From an optimization exercise on the open Yosys and OpenROAD flow, aimed at small area, a short achievable clock period and few clock cycles per item; shortcuts taken in it are not production practice.
Only simulation tests tie the RTL to the original design; equivalence was not proved.
Power is estimated from default activity; no workload was simulated.

==> flow/design.v (excerpt) <==
module scalar_kalman_filter_unit (
    input  logic                                 i_clk,
    input  logic                                 i_rst_n,
    input  logic                                 i_in_valid,
    output logic                                 o_in_stall,
    input  logic signed [skf_pkg::VALUE_W-1:0]   i_sample,
    output logic                                 o_out_valid,
    input  logic                                 i_out_stall,
    output logic signed [skf_pkg::VALUE_W-1:0]   o_estimate,
    input  logic                                 i_cfg_we,
    input  logic [skf_pkg::CFG_IDX_W-1:0]        i_cfg_index,
    input  logic [skf_pkg::REG_W-1:0]            i_cfg_data
);
    logic               r_rst_n;
    logic [REG_W-1:0]   r_q, r_r;
    logic               r_q_def, r_r_def;    
    logic [COV_W-1:0]   r_pred, r_den, r_rem, r_cl;
    logic [HI_W-1:0]    r_ch;
    logic [COV_W-1:0]   r_cov;               
    logic [VALUE_W-1:0] r_s;                 
    logic [VALUE_W-1:0] r_est;               
    logic [VALUE_W-1:0] r_el;
    logic [HI_W-1:0]    r_eh;
    logic [CNT_W-1:0]   r_cnt;
    logic [1:0]         r_qd;
    logic               r_busy, r_ebusy, r_elast;
    logic               r_pend, r_out_valid;
    logic               r_o_valid, r_o_stall;   
    logic               we_q, we_r;
    logic               start, fin, last;
    logic               n_busy, n_pend, n_out_valid;
    logic [REG_W-1:0]   q_val, r_val;
    logic [COV_W-1:0]   cov;
    logic [COV_W:0]     pq_sum;
    logic [COV_W+1:0]   pqr_sum;
    logic [COV_W-1:0]   pred, den;
    logic [VALUE_W-1:0] est_u;
    logic               c29;
  ...
For scale: roughly 3700 cells after synthesis, ~390 flip-flops, roughly 110 I/O pins, ~34000 um^2 of cells after synthesis.
clock: 12.0 ns
lec_check: 0
cap_margin: 20
core_margin: 2
core_utilization: 40
slew_margin: 20
standard.sh (not shown) runs the stock make flow with config.mk's settings and CLKGATE_MAP_FILE= SYNTH_SCRIPT=/design/flow/synth_recipe.tcl, a recipe that flattens the netlist after the stock synthesis.
==> flow/flow/run.sh <==
#!/bin/bash
# Standard layout, with timing repair aiming for 7 ns of setup slack.
set -euo pipefail
bash standard.sh SETUP_SLACK_MARGIN=7 finish > flow_make.log 2>&1
Testbench counts at the start, summed over its fixed seeds: cycles 32,928, items 2,048.
Rerun with:
==> flow/flow/run.sh (replaced) <==
#!/bin/bash
# Standard layout, with timing repair aiming for 6 ns of setup slack.
set -euo pipefail
bash standard.sh SETUP_SLACK_MARGIN=6 finish > flow_make.log 2>&1
=> The changed run finished clean; wire length goes down by about 7%; final area goes down by 7.0%; worst hold slack stays flat; die area stays the same; synthesized area stays the same; clock-buffer cell count goes up by 11; worst setup slack loses 0.33 ns; utilization goes down by 3.4 points; final cell count goes down by 2.6%.
Rerun with:
==> flow/run.sh (new file) <==
#!/bin/bash
# synth_recipe.tcl (not shown) runs the flow's synth.tcl, then flattens the netlist and writes it again
# the make line also repeats each setting of config.mk as NAME=value (left out here)
make -C /OpenROAD-flow-scripts/flow DESIGN_CONFIG=/design/flow/config.mk WORK_HOME=/design/flow/orfs CLKGATE_MAP_FILE= SYNTH_SCRIPT=/design/flow/synth_recipe.tcl finish
--- a/flow/config.mk
+++ b/flow/config.mk
@@ -10,2 +10,3 @@
 export CORE_UTILIZATION = 40
+export SETUP_SLACK_MARGIN = 5
 export SLEW_MARGIN = 20
removed: flow/flow/run.sh
removed: flow/standard.sh
What happened:
- The new run finished clean
- power came out lower by about 2.6%
- setup slack got worse by 0.84 ns
- design area came out lower by 1.3%
- global-route usage came out lower by 0.10 points


scalar_kalman_filter_unit, a different RTL version from the one above (not shown whole).
Size in the first run: roughly 3,400 cells after synthesis, about 390 flip-flops, roughly 110 I/O pins, ~32,000 um^2 of cells after synthesis.
Settings: LEC_CHECK=0, CAP_MARGIN=20, CORE_MARGIN=2, CORE_UTILIZATION=40, CTS_BUF_LIST=sky130_fd_sc_hd__clkbuf_8, SLEW_MARGIN=20; clock period 12.0 ns.
==> flow/flow/run.sh <==
#!/bin/bash
# Standard layout, with timing repair aiming for 8 ns of setup slack.
set -euo pipefail
bash standard.sh SETUP_SLACK_MARGIN=8 finish > flow_make.log 2>&1
Testbench counts at the start, summed over its fixed seeds: cycles 32,928, items 2,048.
Rerun with:
==> flow/flow/run.sh (replaced) <==
#!/bin/bash
# Standard layout, with timing repair aiming for 7 ns of setup slack.
set -euo pipefail
bash standard.sh SETUP_SLACK_MARGIN=7 finish > flow_make.log 2>&1
The changed run passed the timing, design-rule and antenna checks.
Total power shrinks by 18%.
Hold slack is about the same.
Setup slack gets worse by 0.50 ns.
Via count fell by 7.3%.
Routed wire length goes down by 9.9%.
Rerun with:
==> flow/flow/run.sh (replaced) <==
#!/bin/bash
# Standard layout, with timing repair aiming for 7.5 ns of setup slack.
set -euo pipefail
bash standard.sh SETUP_SLACK_MARGIN=7.5 finish > flow_make.log 2>&1
--- a/flow/config.mk
+++ b/flow/config.mk
@@ -9,3 +9,3 @@
 export CORE_MARGIN = 2
-export CORE_UTILIZATION = 40
+export CORE_UTILIZATION = 50
 export CTS_BUF_LIST = sky130_fd_sc_hd__clkbuf_8
Utilization came out higher by 13 points.
Via count rose by a few percent.
Final area climbs by a few percent.
Die area decreases by about a fifth.
Setup slack is better by 0.25 ns.
Flip-flop and latch count is unchanged.
Rerun with:
--- a/flow/config.mk
+++ b/flow/config.mk
@@ -9,3 +9,3 @@
 export CORE_MARGIN = 2
-export CORE_UTILIZATION = 50
+export CORE_UTILIZATION = 40
 export CTS_BUF_LIST = sky130_fd_sc_hd__clkbuf_8
After rerunning: The new run completed with no timing, DRC or antenna violations. Sequential power stays flat. Non-clock buffer count fell by 27. Combinational power fell by 8.2%. Core utilization fell by 12 points. Routed wire length fell by 9.6%.


scalar_kalman_filter_unit again, from the RTL that the note above started with.
clock: 12.0 ns
lec_check: 0
cap_margin: 20
core_margin: 2
core_utilization: 40
cts_buf_list: sky130_fd_sc_hd__clkbuf_8
gpl_routability_driven: 0
slew_margin: 20
==> flow/flow/run.sh <==
#!/bin/bash
# Standard layout, with timing repair aiming for 7.5 ns of setup slack.
set -euo pipefail
bash standard.sh SETUP_SLACK_MARGIN=7.5 finish > flow_make.log 2>&1
Testbench counts at the start, summed over its fixed seeds: cycles 32,928, items 2,048.
Change:
--- a/flow/config.mk
+++ b/flow/config.mk
@@ -11,3 +11,3 @@
 export CTS_BUF_LIST = sky130_fd_sc_hd__clkbuf_8
-export GPL_ROUTABILITY_DRIVEN = 0
+export PLACE_DENSITY = 0.7
 export SLEW_MARGIN = 20
Outcome: Routed wire length goes down by 6.2%. Clock-buffer cell count rises by 9. Power came out lower by 4.8%. Sequential share of layout area climbs by 0.22 points. Synthesized area stays the same. Register-to-register slack gains 90 ps. Final cell count shrinks by 0.66%. Sequential cell count stays the same. Global-route usage fell by 1.3 points. Via count falls by 0.33%.
Change:
==> flow/flow/run.sh (replaced) <==
#!/bin/bash
# Standard layout, with timing repair aiming for 7.75 ns of setup slack.
set -euo pipefail
bash standard.sh SETUP_SLACK_MARGIN=7.75 finish > flow_make.log 2>&1
--- a/flow/config.mk
+++ b/flow/config.mk
@@ -11,3 +11,2 @@
 export CTS_BUF_LIST = sky130_fd_sc_hd__clkbuf_8
-export PLACE_DENSITY = 0.7
 export SLEW_MARGIN = 20
The changed run finished with timing, DRC and antenna clean.
Sequential power stays flat.
Global-route usage rose by 2.1 points.
Clock skew barely changes.
Non-clock buffer count is higher by 125.

## what the ideal ports hide
In the flow no input, the clock included, has a driving cell. The finished layouts below were timed again as built, in two steps.
Step 1 assumes that a clkbuf_16 drives the clock port and a buf_2 every other input.
Step 2 times the ports against the registers' clock, not the clock port: input delays grow and output delays shrink by t, the midpoint of the rising clock arrivals with the driver on.
Three values: ideal, step 1, step 2; two values: the first two.
run	shift t [ns]	setup slack, ns	worst hold slack (ns)
the first run of note 1	0.672	6.522 / 6.522 / 6.522	0.466 / 0.466 / 0.466
the second run of note 1	0.661	6.195 / 6.195 / 6.195	0.465 / 0.465 / 0.465
the third run of note 1	0.661	5.352 / 5.352 / 5.352	0.467 / 0.467 / 0.467
the first run of note 2	0.738	7.654 / 7.654 / 7.654	0.468 / 0.468 / 0.468
the second run of note 2	0.722	7.158 / 7.158 / 7.158	0.470 / 0.470 / 0.470
the third run of note 2	0.710	7.405 / 7.405 / 7.405	0.473 / 0.473 / 0.473
the fourth run of note 2	0.723	7.600 / 7.600 / 7.600	0.469 / 0.469 / 0.469
the first run of note 3	0.715	7.509 / 7.509 / 7.509	0.463 / 0.463 / 0.463
the second run of note 3	0.711	7.602 / 7.602 / 7.602	0.463 / 0.463 / 0.463
the third run of note 3	0.732	7.660 / 7.660 / 7.660	0.469 / 0.469 / 0.469
After both steps setup and hold are still met in every run listed.
